Background: an optimization exercise with open tools, aiming at a short achievable clock period and few clock cycles. Do not read the settings as production practice. Only simulation tests tie the RTL to the original design; equivalence was not proved. No activity file was given, so power comes from the tool's default toggle rates.

==> flow/design.v <==
`timescale 1ns/1ps
package isa_pkg;
	localparam logic [5:0] op_rtype = 6'b000000;
	localparam logic [5:0] op_addiu = 6'b001001;
	localparam logic [5:0] op_beq   = 6'b000100;
	localparam logic [5:0] op_lw    = 6'b100011;
	localparam logic [5:0] op_sw    = 6'b101011;
	localparam logic [5:0] op_halt  = 6'b111111;
	localparam logic [5:0] fn_addu = 6'b100001;
	localparam logic [5:0] fn_subu = 6'b100011;
	localparam logic [5:0] fn_and  = 6'b100100;
	localparam logic [5:0] fn_or   = 6'b100101;
	localparam logic [5:0] fn_slt  = 6'b101010;
	localparam int op_hi  = 31;
	localparam int op_lo  = 26;
	localparam int rs_hi  = 25;
	localparam int rs_lo  = 21;
	localparam int rt_hi  = 20;
	localparam int rt_lo  = 16;
	localparam int rd_hi  = 15;
	localparam int rd_lo  = 11;
	localparam int fn_hi  = 5;
	localparam int fn_lo  = 0;
	localparam int imm_hi = 15;
	localparam int imm_lo = 0;
	typedef enum logic [2:0] {
		alu_add,
		alu_sub,
		alu_and,
		alu_or,
		alu_slt
	} alu_op_e;
endpackage
`timescale 1ns/1ps
package core_pkg;
	localparam int xlen = 32;
	localparam int reg_addr_w = 5;
	typedef logic [xlen-1:0] word_t;
	typedef enum logic [1:0] {
		ph_fetch,
		ph_decode,
		ph_execute,
		ph_result
	} phase_e;
endpackage
`timescale 1ns/1ps
`timescale 1ns/1ps
`timescale 1ns/1ps
`timescale 1ns/1ps
`timescale 1ns/1ps
`timescale 1ns/1ps
module mips_core #(
	parameter int imem_words = 32,
	parameter int dmem_words = 32
) (
	input  logic                            clk,
	input  logic                            rst,
	input  logic                            run,
	input  logic                            prog_we,
	input  logic [$clog2(imem_words)-1:0]   prog_addr,
	input  core_pkg::word_t                 prog_data,
	output logic                            commit,
	output core_pkg::word_t                 commit_pc,
	output logic                            commit_we,
	output logic [core_pkg::reg_addr_w-1:0] commit_reg,
	output core_pkg::word_t                 commit_data,
	output logic                            commit_mem_we,
	output core_pkg::word_t                 commit_mem_addr,
	output logic                            halted
);
	typedef struct packed {
		logic [4:0]  rs;
		logic [4:0]  rt;
		logic [4:0]  dest;
		logic        we;        
		logic [15:0] imm;
		logic        c_add;     
		logic        c_and;
		logic        c_or;
		logic        c_slt;
		logic        c_lw;
		logic        c_sw;
		logic        c_beq;
		logic        c_halt;
		logic        use_imm;
		logic        binv;      
		logic        ptaken;    
		logic [5:0]  pnext;     
		logic [5:0]  alt;       
	} pword_t;
	logic        pq_we;
	logic [4:0]  pq_addr;
	logic [31:0] pq_data;
	always_ff @(posedge clk)
	begin
		pq_we   <= prog_we;
		pq_addr <= prog_addr;
		pq_data <= prog_data;
	end
	pword_t pd;
	always_comb
	begin
		logic [5:0]  op;
		logic [5:0]  fn;
		logic        rtype;
		logic        writes;
		logic [5:0]  tgt6;
		logic [5:0]  seq6;
		logic [6:0]  u;
		logic        t_in;
		op = pq_data[31:26];
		fn = pq_data[5:0];
		rtype = (op == isa_pkg::op_rtype);
		pd = '0;
		pd.rs  = pq_data[25:21];
		pd.rt  = pq_data[20:16];
		pd.imm = pq_data[15:0];
		pd.dest = rtype ? pq_data[15:11] : pq_data[20:16];
		pd.c_add = (rtype && (fn == isa_pkg::fn_addu || fn == isa_pkg::fn_subu)) ||
			op == isa_pkg::op_addiu;
		pd.c_and = rtype && fn == isa_pkg::fn_and;
		pd.c_or  = rtype && fn == isa_pkg::fn_or;
		pd.c_slt = rtype && fn == isa_pkg::fn_slt;
		pd.c_lw  = op == isa_pkg::op_lw;
		pd.c_sw  = op == isa_pkg::op_sw;
		pd.c_beq = op == isa_pkg::op_beq;
		pd.c_halt = op == isa_pkg::op_halt;
		pd.use_imm = op == isa_pkg::op_addiu || op == isa_pkg::op_lw || op == isa_pkg::op_sw;
		pd.binv = rtype && (fn == isa_pkg::fn_subu || fn == isa_pkg::fn_slt);
		writes = (rtype && (fn == isa_pkg::fn_addu || fn == isa_pkg::fn_subu ||
			fn == isa_pkg::fn_and || fn == isa_pkg::fn_or || fn == isa_pkg::fn_slt)) ||
			op == isa_pkg::op_addiu || op == isa_pkg::op_lw;
		pd.we = writes && (pd.dest != 5'd0);
		seq6 = {1'b0, pq_addr} + 6'd1;
		u    = {1'b0, seq6} + {1'b0, pq_data[5:0]};
		t_in = (pq_data[15:6] == 10'd0 && u[6:5] == 2'b00) ||
			(pq_data[15:6] == 10'h3ff && u[6]);
		tgt6 = {!t_in, u[4:0]};
		pd.ptaken = pd.c_beq && (pd.rs == pd.rt);
		pd.pnext = pd.ptaken ? tgt6 : seq6;
		pd.alt   = (pd.c_beq && !pd.ptaken) ? tgt6 : seq6;
	end
	logic [54:0] imem [0:imem_words-1];
	always_ff @(posedge clk)
	begin
		if (pq_we)
			imem[pq_addr] <= pd;
	end
	logic started;
	logic start;
	logic fresh;
	logic sel_run;
	logic id_valid;
	logic ex_valid;
	logic ex_go;       
	logic ex_live;     
	logic mispredict;
	logic mp_q;        
	logic [5:0] alt_q;
	logic halt_now;
	logic w0_prev;     
	logic [5:0] p0next;
	pword_t ir;
	logic [4:0] ir_pc;
	logic       ir_oob;
	logic [31:1] ir_rs_oh;   
	logic [31:1] ir_rt_oh;
	logic       stall;
	logic       redirect;   
	logic       hx_rs;
	logic       hx_rt;
	logic       hw_rs;
	logic       hw_rt;
	logic [31:0] ex_a;
	logic [31:0] ex_b;      
	logic [31:0] ex_st;     
	logic [4:0]  ex_pc;
	logic [4:0]  ex_dest;
	logic        ex_we;
	logic        ex_cin;
	logic        ex_add;
	logic        ex_and;
	logic        ex_or;
	logic        ex_slt;
	logic        ex_lw;
	logic        ex_sw;
	logic        ex_beq;
	logic        ex_halt;
	logic        ex_ptaken;
	logic [5:0]  ex_alt;
	logic        ex_zero;   
	logic [31:0] ex_doh;    
	logic [31:0] ex_dsh;    
	assign fresh   = !(pq_we && (pq_addr == 5'd0 || pq_addr == ir_pc ||
		pq_addr == ir.pnext[4:0] || pq_addr == ir.alt[4:0] || pq_addr == ex_alt[4:0])) && !w0_prev;
	assign start   = !started && run && fresh;
	assign sel_run = started || start;
	assign ex_go   = ex_valid || start;
	assign ex_live = ex_valid || !started;
	pword_t w0;
	pword_t rd_a;
	pword_t rd_i;
	pword_t rd_b;
	pword_t rd_c;
	pword_t f_word;
	logic [4:0] f_pc;
	logic       f_oob;
	always_comb
	begin
		w0 = imem[0];
		if (pq_we && pq_addr == 5'd0)
			w0 = pd;
		rd_a = imem[ir.pnext[4:0]];
		rd_i = imem[p0next[4:0]];
		if (pq_we && pq_addr == p0next[4:0])
			rd_i = pd;
		rd_b = imem[alt_q[4:0]];
		rd_c = imem[ir.alt[4:0]];
		if (mp_q)
		begin
			f_word = rd_b;
			f_pc   = alt_q[4:0];
			f_oob  = alt_q[5];
		end
		else if (redirect)
		begin
			f_word = rd_c;
			f_pc   = ir.alt[4:0];
			f_oob  = ir.alt[5];
		end
		else if (sel_run)
		begin
			f_word = rd_a;
			f_pc   = ir.pnext[4:0];
			f_oob  = ir.pnext[5];
		end
		else
		begin
			f_word = rd_i;
			f_pc   = p0next[4:0];
			f_oob  = p0next[5];
		end
	end
	logic [4:0] nx_dest;
	logic       f_hx_rs;
	logic       f_hx_rt;
	logic       f_hw_rs;
	logic       f_hw_rt;
	assign nx_dest = sel_run ? ir.dest : w0.dest;
	always_comb
	begin
		if (stall)
		begin
			f_hx_rs = (nx_dest == ir.rs);
			f_hx_rt = (nx_dest == ir.rt);
			f_hw_rs = (ex_dest == ir.rs);
			f_hw_rt = (ex_dest == ir.rt);
		end
		else if (mp_q)
		begin
			f_hx_rs = (nx_dest == rd_b.rs);
			f_hx_rt = (nx_dest == rd_b.rt);
			f_hw_rs = (ex_dest == rd_b.rs);
			f_hw_rt = (ex_dest == rd_b.rt);
		end
		else if (redirect)
		begin
			f_hx_rs = (nx_dest == rd_c.rs);
			f_hx_rt = (nx_dest == rd_c.rt);
			f_hw_rs = (ex_dest == rd_c.rs);
			f_hw_rt = (ex_dest == rd_c.rt);
		end
		else if (sel_run)
		begin
			f_hx_rs = (nx_dest == rd_a.rs);
			f_hx_rt = (nx_dest == rd_a.rt);
			f_hw_rs = (ex_dest == rd_a.rs);
			f_hw_rt = (ex_dest == rd_a.rt);
		end
		else
		begin
			f_hx_rs = (nx_dest == rd_i.rs);
			f_hx_rt = (nx_dest == rd_i.rt);
			f_hw_rs = (ex_dest == rd_i.rs);
			f_hw_rt = (ex_dest == rd_i.rt);
		end
	end
	always_ff @(posedge clk)
	begin
		hx_rs <= f_hx_rs;
		hx_rt <= f_hx_rt;
		hw_rs <= f_hw_rs;
		hw_rt <= f_hw_rt;
	end
	logic [31:0] f_rs_oh;
	logic [31:0] f_rt_oh;
	logic [31:0] a_rs_oh, a_rt_oh, b_rs_oh, b_rt_oh, i_rs_oh, i_rt_oh;
	assign a_rs_oh = 32'd1 << rd_a.rs;
	assign a_rt_oh = 32'd1 << rd_a.rt;
	assign b_rs_oh = 32'd1 << rd_b.rs;
	assign b_rt_oh = 32'd1 << rd_b.rt;
	assign i_rs_oh = 32'd1 << rd_i.rs;
	assign i_rt_oh = 32'd1 << rd_i.rt;
	logic [31:0] c_rs_oh, c_rt_oh;
	assign c_rs_oh = 32'd1 << rd_c.rs;
	assign c_rt_oh = 32'd1 << rd_c.rt;
	assign f_rs_oh = mp_q ? b_rs_oh : (redirect ? c_rs_oh : (sel_run ? a_rs_oh : i_rs_oh));
	assign f_rt_oh = mp_q ? b_rt_oh : (redirect ? c_rt_oh : (sel_run ? a_rt_oh : i_rt_oh));
	always_ff @(posedge clk)
	begin
		if (!stall)
		begin
			ir       <= f_word;
			ir_pc    <= f_pc;
			ir_oob   <= f_oob;
			ir_rs_oh <= f_rs_oh[31:1];
			ir_rt_oh <= f_rt_oh[31:1];
		end
		p0next  <= w0.pnext;
		alt_q   <= ex_alt;
		w0_prev <= pq_we && pq_addr == 5'd0;
	end
	always_ff @(posedge clk)
	begin
		if (rst)
		begin
			started  <= 1'b0;
			mp_q     <= 1'b0;
			id_valid <= 1'b0;
			ex_valid <= 1'b0;
			halted   <= 1'b0;
		end
		else
		begin
			started  <= sel_run;
			mp_q     <= mispredict;
			id_valid <= sel_run && !halted && !halt_now;
			ex_valid <= (id_valid || start) && !mispredict && !mp_q && !halt_now && !halted && !stall;
			if (halt_now)
				halted <= 1'b1;
		end
	end
	localparam int nregs = 2**core_pkg::reg_addr_w;
	core_pkg::word_t regs [1:nregs-1];
	logic [31:0] rs_val;
	logic [31:0] rt_val;
	logic [31:0] x_res;     
	logic fwd_a;
	logic fwd_b;
	logic [31:0] a_n;
	logic [31:0] t_n;
	logic [31:0] b_n;
	logic [31:0] b0;
	logic        wb_we;
	logic [4:0]  wb_dest;
	logic [31:0] wb_data;
	logic [31:0] rs_rf;
	logic [31:0] rt_rf;
	always_comb
	begin
		rs_rf = '0;
		rt_rf = '0;
		for (int j = 1; j < nregs; j++)
		begin
			rs_rf = rs_rf | ({32{ir_rs_oh[j]}} & regs[j]);
			rt_rf = rt_rf | ({32{ir_rt_oh[j]}} & regs[j]);
		end
	end
	assign rs_val = (wb_we && hw_rs) ? wb_data : rs_rf;
	assign rt_val = (wb_we && hw_rt) ? wb_data : rt_rf;
	assign fwd_a = ex_live && ex_we && hx_rs;
	assign fwd_b = ex_live && ex_we && hx_rt;
	assign a_n = fwd_a ? x_res : rs_val;
	assign t_n = fwd_b ? x_res : rt_val;
	logic [31:0] b_rf;
	logic [31:0] x_inv;
	assign b_rf  = ir.use_imm ? {{16{ir.imm[15]}}, ir.imm} : (ir.binv ? ~rt_val : rt_val);
	assign x_inv = ir.binv ? ~x_res : x_res;
	assign b_n   = (fwd_b && !ir.use_imm) ? x_inv : b_rf;
	logic [31:0] doh_n;
	logic [31:0] doh0;
	logic [31:0] doh_rf;
	logic [31:0] doh_wb;
	always_comb
	begin
		logic [4:0] tk;
		for (int k = 0; k < 32; k++)
		begin
			tk = 5'(k) - ir.imm[4:0];
			doh_rf[k] = (rs_rf[4:0] == tk);
			doh_wb[k] = (wb_data[4:0] == tk);
		end
	end
	assign doh_n  = (wb_we && hw_rs) ? doh_wb : doh_rf;
	assign doh0  = 32'd1 << w0.imm[4:0];
	assign stall = (id_valid || start) && !mp_q && (ir.c_lw || ir.c_sw) && ex_live && ex_we && hx_rs;
	logic [31:0] neg_imm;
	logic        z_n;
	assign neg_imm = -{{16{ir.imm[15]}}, ir.imm};
	assign z_n     = ir.use_imm && ir.c_add && !fwd_a && (rs_val == neg_imm);
	assign b0  = w0.use_imm ? {{16{w0.imm[15]}}, w0.imm} : (w0.binv ? '1 : '0);
	always_ff @(posedge clk)
	begin
		if (sel_run)
		begin
			ex_a      <= a_n;
			ex_b      <= b_n;
			ex_st     <= t_n;
			ex_pc     <= ir_pc;
			ex_dest   <= ir.dest;
			ex_cin    <= ir.binv;
			ex_add    <= ir.c_add;
			ex_and    <= ir.c_and;
			ex_or     <= ir.c_or;
			ex_slt    <= ir.c_slt;
			ex_lw     <= ir.c_lw;
			ex_ptaken <= ir.ptaken || redirect;
			ex_alt    <= redirect ? ir.pnext : ir.alt;
			ex_zero   <= z_n;
			ex_doh    <= ir.c_lw ? doh_n : '0;
			ex_dsh    <= ir.c_sw ? doh_n : '0;
			ex_we     <= ir.we && !ir_oob;
			ex_sw     <= ir.c_sw && !ir_oob;
			ex_beq    <= ir.c_beq && !ir_oob;
			ex_halt   <= ir.c_halt || ir_oob;
		end
		else
		begin
			ex_a      <= '0;
			ex_b      <= b0;
			ex_st     <= '0;
			ex_pc     <= 5'd0;
			ex_dest   <= w0.dest;
			ex_cin    <= w0.binv;
			ex_add    <= w0.c_add;
			ex_and    <= w0.c_and;
			ex_or     <= w0.c_or;
			ex_slt    <= w0.c_slt;
			ex_lw     <= w0.c_lw;
			ex_ptaken <= w0.ptaken;
			ex_alt    <= w0.alt;
			ex_zero   <= w0.use_imm && w0.c_add && w0.imm == 16'd0;
			ex_doh    <= w0.c_lw ? doh0 : '0;
			ex_dsh    <= w0.c_sw ? doh0 : '0;
			ex_we     <= w0.we;
			ex_sw     <= w0.c_sw;
			ex_beq    <= w0.c_beq;
			ex_halt   <= w0.c_halt;
		end
	end
	core_pkg::word_t dmem [0:dmem_words-1];
	logic [31:0] sum;
	logic        lt;
	logic [31:0] ld;
	logic        eq;
	logic [5:0][32:0] kg;
	logic [5:0][32:0] kp;
	always_comb
	begin
		kg[0] = {ex_a & ex_b, ex_cin};
		kp[0] = {ex_a ^ ex_b, 1'b0};
		for (int l = 0; l < 5; l++)
		begin
			for (int i = 0; i < 33; i++)
			begin
				if (i >= (1 << l))
				begin
					kg[l+1][i] = kg[l][i] | (kp[l][i] & kg[l][i - (1 << l)]);
					kp[l+1][i] = kp[l][i] & kp[l][i - (1 << l)];
				end
				else
				begin
					kg[l+1][i] = kg[l][i];
					kp[l+1][i] = kp[l][i];
				end
			end
		end
		sum = (ex_a ^ ex_b) ^ kg[5][31:0];
	end
	assign lt   = (ex_a[31] == ex_b[31]) ? ex_a[31] : sum[31];
	always_comb
	begin
		ld = '0;
		for (int j = 0; j < dmem_words; j++)
			ld = ld | ({32{ex_doh[j]}} & dmem[j]);
	end
	assign eq   = (ex_a == ex_st);
	always_comb
	begin
		x_res = ({32{ex_add}} & sum)
			| ({32{ex_and}} & (ex_a & ex_b))
			| ({32{ex_or}}  & (ex_a | ex_b))
			| ld
			| {31'd0, ex_slt & lt};
	end
	assign mispredict = ex_go && ex_beq && (eq != ex_ptaken);
	logic bz_ok;
	assign bz_ok    = ir.c_beq && !ir_oob && !ir.ptaken &&
		((ir.rt == 5'd0 && hx_rs) || (ir.rs == 5'd0 && hx_rt));
	assign redirect = (id_valid || start) && !mp_q && bz_ok && ex_live && ex_we && ex_zero && !halted;
	assign halt_now   = ex_go && ex_halt;
	always_ff @(posedge clk)
	begin
		if (wb_we)
			regs[wb_dest] <= wb_data;
		for (int j = 0; j < dmem_words; j++)
			if (ex_live && ex_dsh[j])
				dmem[j] <= ex_st;
	end
	always_ff @(posedge clk)
	begin
		if (rst)
			commit <= 1'b0;
		else
			commit <= ex_go && !ex_halt;
	end
	always_ff @(posedge clk)
	begin
		if (rst)
			wb_we <= 1'b0;
		else
			wb_we <= ex_live && ex_we;
		wb_dest <= ex_dest;
		wb_data <= x_res;
	end
	always_ff @(posedge clk)
	begin
		commit_pc       <= {27'd0, ex_pc};
		commit_we       <= ex_we;
		commit_reg      <= ex_dest;
		commit_data     <= ex_sw ? ex_st : x_res;
		commit_mem_we   <= ex_sw;
		commit_mem_addr <= sum;
	end
endmodule
==> flow/flow/run.sh <==
#!/bin/bash
# The standard layout (the standard.sh: its synthesis, floorplan, placement,
# clock tree, routing and finish), with two changes to how repair works:
#  - the port buffers are sky130_fd_sc_hd__buf_4 instead of the delay buffer
#    buffer_ports picks on its own (every port still gets its buffer);
#  - repair may resize a cell to any cell of the same function, not only to
#    one of the same footprint.
set -euo pipefail
bash standard.sh \
	"BUFFER_PORTS_ARGS=-buffer_cell sky130_fd_sc_hd__buf_4" \
	MATCH_CELL_FOOTPRINT=0 \
	finish > standard.log 2>&1
==> flow/standard.sh <==
#!/bin/bash
# synth_recipe.tcl (not shown) runs the flow's synth.tcl, then flattens the netlist and writes it again
# the make line also repeats each setting of config.mk as NAME=value (left out here)
make -C /OpenROAD-flow-scripts/flow DESIGN_CONFIG=/design/flow/config.mk WORK_HOME=/design/flow/orfs CLKGATE_MAP_FILE= SYNTH_SCRIPT=/design/flow/synth_recipe.tcl "${@:-finish}"
==> flow/config.mk <==
export PLATFORM = sky130hd
export DESIGN_NAME = mips_core
export DESIGN_NICKNAME = mips_core
export VERILOG_FILES = /design/flow/design.v
export SDC_FILE = /design/flow/constraint.sdc
export NUM_CORES = 4
export LEC_CHECK = 0
export CAP_MARGIN = 20
export CORE_MARGIN = 2
export CORE_UTILIZATION = 40
export PLACE_DENSITY = 0.5
export SETUP_SLACK_MARGIN = 5
export SLEW_MARGIN = 20
export TNS_END_PERCENT = 20
==> flow/constraint.sdc <==
create_clock -name core_clock -period 8.0 [get_ports {clk}]
set_input_delay 1.6000 -clock core_clock [delete_from_list [all_inputs] [get_ports {clk}]]
set_output_delay 1.6000 -clock core_clock [all_outputs]
set_load 0.01 [all_outputs]
==> flow_metrics.tcl, run 1 <==
set metrics [dict create \
    drv_slew 0 \
    crit_top_cell "nand4_1" \
    drive_above_1_share_pct 38.6 \
    skew_ns 0.100 \
    switching_share_pct 41.5 \
    syn_area_um2 210000 \
    fin_tns_setup_ns 0 \
    worst_ep_required_time_ns 8.93 \
    p_leak_nw 78.8 \
    synth_top_family_by_area "multiplexers" \
    vias 148000 \
    grt_pass1_vias 143000 \
    area_delta_synth_final_pct 19.5 \
    path_clk_slew_ns 0.06 \
    rsz0062_at_grt "yes" \
    max_freq_ghz 0.278 \
    end_kind "register" \
    routed_wl_um 966000 \
    cp_max_fo 32 \
    power_frac_seq_pct 28.4 \
    powerDensity_nw_per_um2 412 \
    seq_area_frac_synth_pct 59.3 \
    gp_congestion 0.901 \
    regToRegStartpoint "ir_rs_oh[21]" \
    antenna_found_initial 39 \
    synth_fa_ha_area_share_pct 0.544 \
    port_buffers 118 \
    drt_pass1_iterations 10 \
    seq_area_um2 125000 \
    clockPowerShare_pct 21.4 \
    vdd_drop_max_mv 0.449 \
    grt_usage_pct 35.4 \
    slowest_stage "o32a_2" \
    dieArea_um2 530000 \
    hp-class "register to register" \
    wl_per_cell_um 47.8 \
    p_comb_share_pct 50.2 \
    final-hold-violation-count 0 \
    drt_iter0_drc 26400 \
    clock_sinks 4266 \
    startpoint "ir_rs_oh[21]" \
    ys_seq_elements 4266 \
    row_count 265 \
    initial_core_util_pct 40.2 \
    dieHeight_um 728 \
    worst_pin_slew_ns 1.23 \
    min_period_ns 3.59 \
    nFillCells 43100 \
    synth-compound-area-share_pct 8.72 \
    drv_cap 0 \
    synth-simple-area-share_pct 3.52 \
    synth-xor-area-share_pct 0.809 \
    maxSlewHeadroom_pct 18.0 \
    netlist_instances 12100 \
    critPathMaxStageDelay_ns 0.51 \
    arrival_ns 4.53 \
    cts-root-buf "clkbuf_16" \
    postRouteAntennaNets 0 \
    hpwl_um 505000 \
    grt_max_degree 110 \
    grt_pass1_wl_um 1280000 \
    drc 0 \
    io_pins 146 \
    crit_path_cell_trace "buf_12 > a22o_1 > a221oi_1 > nand4_1 > o32a_2 > xnor2_1 > nand3_1 > a2111oi_4 > nand4_1 > o31ai_1" \
    async_reset_ff_share_pct 0 \
    power_switching_mw 42.8 \
    cts_buffer_depth 4 \
    finalCritPeriodShare_pct 44.9 \
    status "finished clean" \
    path_class "register to register" \
    die_x_um 728 \
    synth_edf_count 3899 \
    layout.nets 13000 \
    reg_top3 "imem (1760), dmem (1024), regs (992)" \
    synth_flop_cell "edfxtp_1" \
    drt-vias-per-instance 7.31 \
    crit_path_start_kind "register" \
    synth_mux_area_share_pct 24.6 \
    min_from "ex_pc[0]" \
    yosysWarnings 2 \
    core-area_um2 522000 \
    multi_input_area_um2 85300 \
    fin_util_pct 48.0 \
    largest_reg_flops 1760 \
    grt-ovfl-total 0 \
    cts_tree "built" \
    cts_max_level 5 \
    yosysUniqueCellTypes 93 \
    largest-register "imem" \
    syn_avg_cell_area_um2 17.3 \
    p_int_mw 60.3 \
    setup_violations 0 \
    cts_buffers 468 \
    insertion_delay_ns 1.10 \
    power_mw 103 \
]
worst paths after layout:
| path | endpoint | slack [ns] | cells after the start |
|---|---|---|---|
| max | ex_zero | 4.41 | 10 |
| min | commit_pc[0] | 0.33 | 0 |
| max reg2reg | ex_zero | 4.41 | 10 |
| min reg2reg | commit_pc[0] | 0.33 | 0 |
power by group through the flow:
stage | Clock, mW | Combinational, mW | Sequential, mW
6_report | 22.1 | 51.8 | 29.2
5_1_grt | 23.0 | 52.5 | 29.3
4_1_cts | 22.2 | 49.2 | 29.1
3_5_place_dp | 0 | 40.8 | 30.1
3_3_place_gp | 0 | 40.8 | 30.1
2_1_floorplan | 0 | 24.8 | 28.8
layout make-up:
cell class | instances | area share (%)
antenna | 15 | 0.0150
clock buffer | 605 | 5.04
clock inverter | 265 | 1.11
inverter | 140 | 0.257
multi-input combinational | 6699 | 34.1
sequential | 4266 | 49.8
tap | 6942 | 3.47
timing repair buffer | 1273 | 6.26
timing repair inverter | 11 | 0.0305
cells in the final DEF (no fill, tap or decap), types with 101 or more instances in the layout:
cell type | synthesis | layout
buf_4 | 49 | 715
edfxtp_1 | 3899 | 3899
clkbuf_16 | 0 | 563
clkbuf_1 | 575 | 101
a221oi_1 | 468 | 443
mux4_2 | 2123 | 2131
a22o_1 | 420 | 420
buf_12 | 4 | 185
mux2_2 | 130 | 110
nor2_1 | 272 | 170
dfxtp_1 | 367 | 255
buf_6 | 26 | 174
mux2i_1 | 195 | 163
nand2_1 | 497 | 447
a22oi_1 | 632 | 628
a21oi_1 | 276 | 205
nand4_1 | 271 | 271
inv_1 | 135 | 113
synthesized netlist by cell type (49+ instances only):
cell type	count	area share, %
nand4_1	271	0.81
nand3_1	109	0.26
buf_2	218	0.52
nor3_1	109	0.26
inv_1	135	0.24
edfxtp_1	3899	56
o21ai_0	95	0.23
xor2_1	89	0.37
mux4_2	2123	23
dfxtp_1	367	3.5
nor2_1	272	0.49
o22ai_1	59	0.18
a211oi_1	85	0.30
mux2_2	130	0.70
a21oi_1	276	0.66
a22oi_1	632	2.3
ha_1	88	0.53
buf_4	49	0.18
a221oi_1	468	2.0
and2_1	69	0.21
clkbuf_1	575	1.0
mux2i_1	195	0.93
buf_1	142	0.25
nand2_1	497	0.89
a22o_1	420	1.8
o21ai_1	59	0.14
xnor2_1	101	0.42
critical path, delay by kind of cell (launching register included):
family	cells	cell delay, ns
AO/OA/AOI/OAI	5	1.81
AND/OR/NAND/NOR	3	0.60
flip-flops	1	0.41
XOR/XNOR	1	0.21
buffers and inverters	1	0.19
stage by stage:
stage	instance area [um2]	setup slack (ns)	hold slack, ns	cells
floorplan	210000	4.15	0.310	12100
global placement	220000	2.70	0.315	18600
detailed placement	220000	2.79	0.316	18700
CTS	248000	4.45	0.335	20100
global route	251000	4.41	0.348	20200
finish	251000	4.41	0.331	20200
cell families after synthesis:
logic type | count (synthesis)
flops | 4266
mux | 2466
compound gates | 2401
simple gates | 1515
buf+inv | 1156
xor+xnor | 192
fa+ha+maj | 90
other cells | 1
layer usage:
layer	routed length, um	part of all wire (%)	up-vias	track usage (%)
li1	-	-	54000	-
met1	346000	36	78100	45.8
met2	433000	45	12600	54.3
met3	115000	12	3054	8.98
met4	72100	7.5	22	20.6
met5	402	0.042	-	0.0998
repair_timing:
| item | CTS | global route |
|---|---|---|
| setup endpoints to repair | 2375 | 1575 |
| hold buffers | 0 | 0 |
| endpoints found under the hold margin | 0 | 0 |
| cloned | 130 | 15 |
| pin swaps | 237 | 104 |
| buffers inserted | 411 | 120 |
| gates resized for setup | 1365 | 219 |
Testbench counts, summed over its fixed seeds: cycles 3,430.
==> run 2, diff against run 1 <==
--- a/flow/design.v
+++ b/flow/design.v
@@ -159,5 +159,6 @@
 	logic [5:0] alt_q;
 	logic halt_now;
-	logic w0_prev;     
+	logic       pq2_we;    
+	logic [4:0] pq2_addr;
 	logic [5:0] p0next;
 	pword_t ir;
@@ -193,5 +194,6 @@
 	logic [31:0] ex_dsh;    
 	assign fresh   = !(pq_we && (pq_addr == 5'd0 || pq_addr == ir_pc ||
-		pq_addr == ir.pnext[4:0] || pq_addr == ir.alt[4:0] || pq_addr == ex_alt[4:0])) && !w0_prev;
+		pq_addr == ir.pnext[4:0] || pq_addr == ir.alt[4:0] || pq_addr == ex_alt[4:0])) &&
+		!(pq2_we && (pq2_addr == 5'd0 || pq2_addr == ir_pc));
 	assign start   = !started && run && fresh;
 	assign sel_run = started || start;
@@ -213,6 +215,4 @@
 		rd_a = imem[ir.pnext[4:0]];
 		rd_i = imem[p0next[4:0]];
-		if (pq_we && pq_addr == p0next[4:0])
-			rd_i = pd;
 		rd_b = imem[alt_q[4:0]];
 		rd_c = imem[ir.alt[4:0]];
@@ -319,5 +319,6 @@
 		p0next  <= w0.pnext;
 		alt_q   <= ex_alt;
-		w0_prev <= pq_we && pq_addr == 5'd0;
+		pq2_we   <= pq_we;
+		pq2_addr <= pq_addr;
 	end
 	always_ff @(posedge clk)
==> run 2 against run 1 <==
Still clean. Combinational power up 5.0%. Routed wire length down 2.0%. Power up 4.6%. Cell count down 0.76%. Count of clock-buffer cells in the layout down 16. Setup slack worse by 0.047 ns. Synthesized area down 0.48%. Synthesized cell count down 1.9%. Clock skew down 0.0082 ns. Global-route usage down 0.56 points. Register-to-register slack worse by 0.05 ns. Utilization up 0.24 points. Critical endpoint is now hw_rs.
==> flow_metrics.tcl, run 2 <==
set metrics [dict create \
    layout.nets 12800 \
    row_count 265 \
    io_pins 146 \
    rsz0062_at_grt "yes" \
    cp_max_fo 32 \
    seq_area_frac_synth_pct 59.7 \
    grt_max_degree 78 \
    fin_area_um2 251000 \
    yosysWarnings 2 \
    p_comb_share_pct 50.4 \
    worst_ep_required_time_ns 8.95 \
    largest_reg_flops 1760 \
    dieHeight_um 726 \
    nFillCells 42900 \
    status "finished clean" \
    drt_pass1_iterations 7 \
    grt_pass1_vias 142000 \
    min_period_ns 3.64 \
    maxSlewHeadroom_pct 17.5 \
    power_frac_seq_pct 28.9 \
    synth.area.top_cells "edfxtp_1, mux4_2, dfxtp_1, a22oi_1, a221oi_1" \
    area_delta_synth_final_pct 20.4 \
    switching_share_pct 41.8 \
    r2r_slack_ns 4.36 \
    max_freq_ghz 0.275 \
    worst_pin_slew_ns 1.24 \
    initial_core_util_pct 40.1 \
    finalCritPeriodShare_pct 45.5 \
    synth.most_common_cell "edfxtp_1" \
    syn_area_um2 209000 \
    async_reset_ff_share_pct 0 \
    p_leak_nw 79.4 \
    arrival_ns 4.59 \
    syn_avg_cell_area_um2 17.6 \
    yosysUniqueCellTypes 93 \
    insertion_delay_ns 1.10 \
    grt_usage_pct 34.8 \
    postRouteAntennaNets 0 \
    critPathMaxStageDelay_ns 0.43 \
    slowest_stage "o221a_4" \
    drv_slew 0 \
    core-area_um2 520000 \
    clock_sinks 4271 \
    cts_buffers 468 \
    largest-register "imem" \
    setup_violations 0 \
    routed_wl_um 946000 \
    grt_pass1_wl_um 1260000 \
    p_int_mw 62.8 \
    powerDensity_nw_per_um2 429 \
    hold_buffers 0 \
    port_buffers 118 \
    vdd_drop_max_mv 0.402 \
    crit_end "hw_rs" \
    die_x_um 726 \
    vias 145000 \
    dieArea_um2 528000 \
    timing.rr.end "hw_rs" \
    final_cell_mix "edfxtp_1, mux4_2, buf_4, a22oi_1, clkbuf_16" \
    path_clk_slew_ns 0.06 \
    cts_tree "built" \
    fin_tns_setup_ns 0 \
    reg_top3 "imem (1760), dmem (1024), regs (992)" \
    regToRegStartpoint "pq_addr[1]" \
    synth_flop_cell "edfxtp_1" \
    yosys.area.top_type "edfxtp_1" \
    synth_top_cell_area_share_pct 56.1 \
    rr_worst_depth 15 \
    drt-vias-per-instance 7.23 \
    synth.cells.most_frequent "edfxtp_1, mux4_2, a22oi_1" \
    cts-root-buf "clkbuf_16" \
    startpoint "pq_addr[1]" \
    gp_congestion 0.890 \
    path_class "register to register" \
    end_kind "register" \
    clockPowerShare_pct 20.7 \
    wl_per_cell_um 47.2 \
    drv_cap 0 \
    cts_max_level 5 \
    hpwl_um 477000 \
    drt_iter0_drc 24800 \
    crit_path_start_kind "register" \
    layout_commonest_cell "edfxtp_1" \
    crit_top_cell "buf_4" \
    grt-ovfl-total 0 \
    drive_above_1_share_pct 39.3 \
    ys_seq_elements 4271 \
    antenna_found_initial 37 \
    crit_path_cell_trace "buf_4 > xnor2_1 > nand3_2 > nor3_4 > o41ai_4 > buf_6 > a21oi_4 > buf_4 > buf_12 > mux2i_1 > o221a_4 > xor2_1 > nor3_2 > a311oi_1 > a21oi_1" \
    hp-class "register to register" \
    skew_ns 0.0922 \
    netlist_instances 11900 \
    dpl_cell_area_um2 219000 \
    fin_util_pct 48.3 \
    final-hold-violation-count 0 \
    cts_buffer_depth 4 \
    power_switching_mw 45.1 \
    synth_edf_count 3899 \
    drc 0 \
]
-- run 2: worst min path at each step --
| stage | endpoint | cells after the start | from |
|---|---|---|---|
| floorplan | alt_q[5] | 0 | ex_alt[5] |
| global placement | alt_q[5] | 0 | ex_alt[5] |
| detailed placement | alt_q[5] | 0 | ex_alt[5] |
| CTS | alt_q[5] | 0 | ex_alt[5] |
| global route | alt_q[5] | 0 | ex_alt[5] |
| finish | commit_pc[0] | 0 | ex_pc[0] |
-- run 2: power by group through the flow --
stage / logic, mW / registers, mW / clock network [mW]
detailed placement: 41.5 / 32.1 / 0
global placement: 41.5 / 32.0 / 0
CTS: 51.4 / 30.9 / 22.5
finish: 54.4 / 31.1 / 22.4
floorplan: 24.7 / 30.2 / 0
global route: 55.0 / 31.3 / 23.3
-- run 2: timing repair --
action	in CTS	in global routing
setup endpoints to repair	2653	1874
pin swaps	256	119
resized for setup	1315	326
gates cloned	148	20
setup buffers	457	133
-- run 2: metrics by stage --
| step | setup slack [ns] | power, mW | std cells | hold WS, ns |
|---|---|---|---|---|
| 3_5_place_dp | 2.72 | 73.6 | 18400 | 0.314 |
| 3_3_place_gp | 2.82 | 73.5 | 18400 | 0.312 |
| 4_1_cts | 4.43 | 105 | 19900 | 0.328 |
| 6_report | 4.36 | 108 | 20100 | 0.328 |
| 5_1_grt | 4.30 | 110 | 20000 | 0.330 |
| 2_1_floorplan | 4.15 | 54.9 | 11900 | 0.310 |
-- run 2: logic make-up (layout without fill, tap and decap cells) --
logic type | count (synthesis) | after routing | share of synthesized area [%]
AOI/OAI and AO/OA | 2227 | 2227 | 8.19
xor gates and xnor gates | 197 | 197 | 0.839
adders and majority gates | 90 | 90 | 0.547
buffers and inverters | 1138 | 2351 | 2.34
DFF | 4271 | 4271 | 59.7
muxes | 2447 | 2448 | 24.9
other | 1 | 48 | 0.00180
and+or+nand+nor | 1484 | 1488 | 3.49
-- run 2: final cells by class --
cell class,instances,area [um2],share of cell area (%)
Antenna cell,21,52.6,0.0209
Clock buffer,589,12700,5.07
Clock inverter,295,2930,1.17
Inverter,143,632,0.252
Multi-Input combinational cell,6477,84200,33.5
Sequential cell,4271,125000,49.7
Tap cell,6942,8690,3.46
Timing Repair Buffer,1317,17000,6.78
Timing Repair inverter,7,50.0,0.0199
-- run 2: per-layer routing --
layer | up-vias | part of all wire (%) | GRT usage, %
li1 | 53200 | - | -
met2 | 12000 | 45 | 54.0
met1 | 76800 | 36 | 44.9
met3 | 2928 | 12 | 8.16
met4 | 26 | 7.5 | 20.6
met5 | - | 0.020 | 0.0363
-- run 2: critical path, delay by kind of cell, from the launching register on --
family                 cells  cell delay [ns]
AND/OR/NAND/NOR            3             0.48
buffers and inverters      4             0.80
XOR/XNOR                   2             0.51
multiplexers               1             0.29
flip-flops                 1             0.36
AO/OA/AOI/OAI              5             1.06
Testbench counts of run 2, summed over its fixed seeds: cycles 3,430.

-- separate check: timing with driven ports --
The results above use ideal ports. As a check the final layouts listed here were re-extracted and re-timed, cells and wires unchanged.
Step 1: set_driving_cell puts a clkbuf_16 on clk and a buf_2 on each other input, an assumption about the parent block.
Step 2 moves the port delays by t, midway between the first and last clock arrival at a register: inputs arrive t later, outputs are due t later. That takes back most of the time a late clock gives input paths.
Three values: no drivers, after step 1, after step 2; two values: the first two.
run	t, ns	setup WS [ns]	worst slew at a driven data input, ns
run 1	1.176	4.406 / 4.406 / 3.576	0.11
run 2	1.188	4.359 / 4.359 / 3.826	0.10
After both steps setup and hold are still met in every run listed. For run 1, which loses most, drivers alone change the setup slack by 0.000 ns; drivers and shift together by -0.830 ns.
